From an optimization exercise on the open Yosys and OpenROAD flow, aimed at a short achievable clock period and few clock cycles per item; shortcuts taken in it are not production practice.
The RTL was checked by simulation tests, not by an equivalence proof against the original design.
The clock port is modelled as an ideal driver, which makes a skipped or thinned clock tree look cheaper than it is; a real chip needs a root buffer or a tree.
No activity file was given, so power comes from the tool's default toggle rates.

// exec_core
module exec_core (
  input  wire logic                  clk_i,
  input  wire logic                  arst_n_i,
  input  wire logic                  issue_valid_i,
  output logic                       issue_ready_o,
  input  wire logic [2:0]            issue_alu_op_i,
  input  wire logic                  issue_sub_i,
  input  wire logic                  issue_shift_right_i,
  input  wire logic                  issue_shift_arith_i,
  input  wire logic [4:0]            issue_rs1_i,
  input  wire logic [4:0]            issue_rs2_i,
  input  wire logic                  issue_use_imm_i,
  input  wire logic [31:0]           issue_imm_i,
  input  wire logic [4:0]            issue_rd_i,
  input  wire logic                  issue_write_i,
  input  wire logic                  issue_branch_i,
  input  wire logic [2:0]            issue_branch_cond_i,
  input  wire logic [19:0]           issue_branch_offset_i,
  output logic                       res_valid_o,
  input  wire logic                  res_ready_i,
  output logic                       res_write_o,
  output logic [4:0]                 res_rd_o,
  output logic [31:0]                res_result_o,
  output logic                       res_branch_taken_o,
  output logic [19:0]                res_branch_offset_o
);
  localparam int qdepth = 4;
  logic       ready_q;
  logic [2:0] credit_q;
  logic [2:0] credit_d;
  logic       fire;
  logic       retire;
  logic       res_busy;
  assign issue_ready_o = ready_q;
  assign fire          = issue_valid_i & ready_q;
  assign retire        = res_busy & res_ready_i;
  logic [2:0] credit_inc;
  logic [2:0] credit_dec;
  assign credit_inc    = credit_q + 3'd1;
  assign credit_dec    = credit_q - 3'd1;
  assign credit_d      = (fire & ~retire) ? credit_inc :
  ...
For scale: about 10,000 cells after synthesis, ~140 I/O pins, about 93,000 um^2 of cells after synthesis.
clock: 9.0 ns
lec_check: 0
abc_clock_period_in_ps: 2000
cap_margin: 20
core_margin: 2
core_utilization: 40
slew_margin: 20
standard.sh (not shown) runs the stock make flow with config.mk's settings and CLKGATE_MAP_FILE= SYNTH_SCRIPT=/design/flow/synth_recipe.tcl, a recipe that flattens the netlist after the stock synthesis.
==> flow/flow/run.sh <==
#!/bin/bash
# Standard layout (standard.sh) with three changes:
#  - synthesis maps with flow/abc_map.script (flow/synth_map.tcl), registers unchanged;
#  - timing repair aims further below the clock period;
#  - the clock tree is a hand-built balanced tree of clock inverters (flow/pre_cts.tcl).
set -e
export SETUP_SLACK_MARGIN=6.6
export PRE_CTS_TCL=$PWD/flow/pre_cts.tcl
export FLOW_ABC_MAP_SCRIPT=$PWD/flow/abc_map.script
bash standard.sh SYNTH_SCRIPT=$PWD/flow/synth_map.tcl finish > standard.log 2>&1
Other scripts of this flow, unchanged in this note and not shown: flow/flow/abc_map.script, flow/flow/mycts.tcl, flow/flow/mytree.tcl, flow/flow/pre_cts.tcl, flow/flow/synth_map.tcl
The first run finished clean.
Testbench counts at the start, summed over its fixed seeds: cycles 8,032, items 8,000.
Rerun with:
Settings changed: CORE_UTILIZATION 40 to 50.
The changed run ran to the end with no violations.
Area after synthesis stays the same.
First-iteration DRC count rose by about 5.6%.
Synthesized cell count stays the same.
In every run of this note, the design's own scripts or RTL, not TritonCTS, make the clock network.

========
lane 1:
Another version of the RTL of exec_core (not shown whole).
Size in the first run: ~6,200 cells after synthesis, about 1,600 flip-flops, roughly 140 I/O pins, ~0.076 mm2 of cells after synthesis.
export LEC_CHECK = 0
export ABC_CLOCK_PERIOD_IN_PS = 2000
export CAP_MARGIN = 20
export CORE_MARGIN = 2
export CORE_UTILIZATION = 40
export SLEW_MARGIN = 20
create_clock -name core_clock -period 9.0 [get_ports {clk_i}]
==> flow/flow/run.sh <==
#!/bin/bash
# Standard layout, with timing repair aiming further below the clock period
set -e
export SETUP_SLACK_MARGIN=6.2
bash standard.sh > standard.log 2>&1
Per the final summary, lane 1 finished and its layout is clean on timing, DRC and antenna.
Testbench counts of lane 1, summed over its fixed seeds: cycles 8,032, items 8,000.
Edits applied to the flow inputs when going from lane 1 to lane 2:
==> flow/run.sh (new file) <==
#!/bin/bash
# synth_recipe.tcl (not shown) runs the flow's synth.tcl, then flattens the netlist and writes it again
# the make line also repeats each setting of config.mk as NAME=value (left out here)
make -C /OpenROAD-flow-scripts/flow DESIGN_CONFIG=/design/flow/config.mk WORK_HOME=/design/flow/orfs CLKGATE_MAP_FILE= SYNTH_SCRIPT=/design/flow/synth_recipe.tcl finish
-- flow/config.mk --
<<< lane 1, line 11
export CORE_UTILIZATION = 40
export SLEW_MARGIN = 20
>>> lane 2, line 11
export CORE_UTILIZATION = 40
export SETUP_SLACK_MARGIN = 5
export SLEW_MARGIN = 20
removed: flow/flow/run.sh
removed: flow/standard.sh
## What came out
- Lane 2 ends up with a period utilization that is 5.3 points higher than in lane 1.
- Global-route track usage on met2: lane 2 < lane 1
- Per the comparison of lane 2 with lane 1, overall power after layout fell by about 1.9%; combinational cell fraction of total power fell by 0.7 points.
- Sort lane 2 and lane 1 by remaining max-slew budget at the tightest pin asc -> top: lane 2

-- re-timing with driven ports --
No port has a modelled driver above. Below, the same layouts with a new extraction and two added sets of constraints.
Step 1, drivers: a clkbuf_16 drives clk_i and a buf_2 each remaining input, both assumed.
Step 2 moves the port delays by t, midway between the first and last clock arrival at a register: inputs arrive t later, outputs are due t later. That takes back most of the time a late clock gives input paths.
Slacks: no drivers / after step 1 / after step 2; pairs: no drivers / after step 1.
run	shift t [ns]	slack for setup (ns)	worst setup path at the end
the first run of note 1	0.822	6.155 / 5.803 / 5.884	input to register
the second run of note 1	0.805	6.189 / 5.853 / 5.905	input to register
lane 1	0.941	5.747 / 5.643 / 5.413	input to register
lane 2	0.923	5.268 / 5.220 / 4.752	input to register
After both steps setup and hold are still met in every run listed. The setup slack of lane 2, which loses most, moves by -0.048 ns with the drivers and by -0.516 ns with both steps.
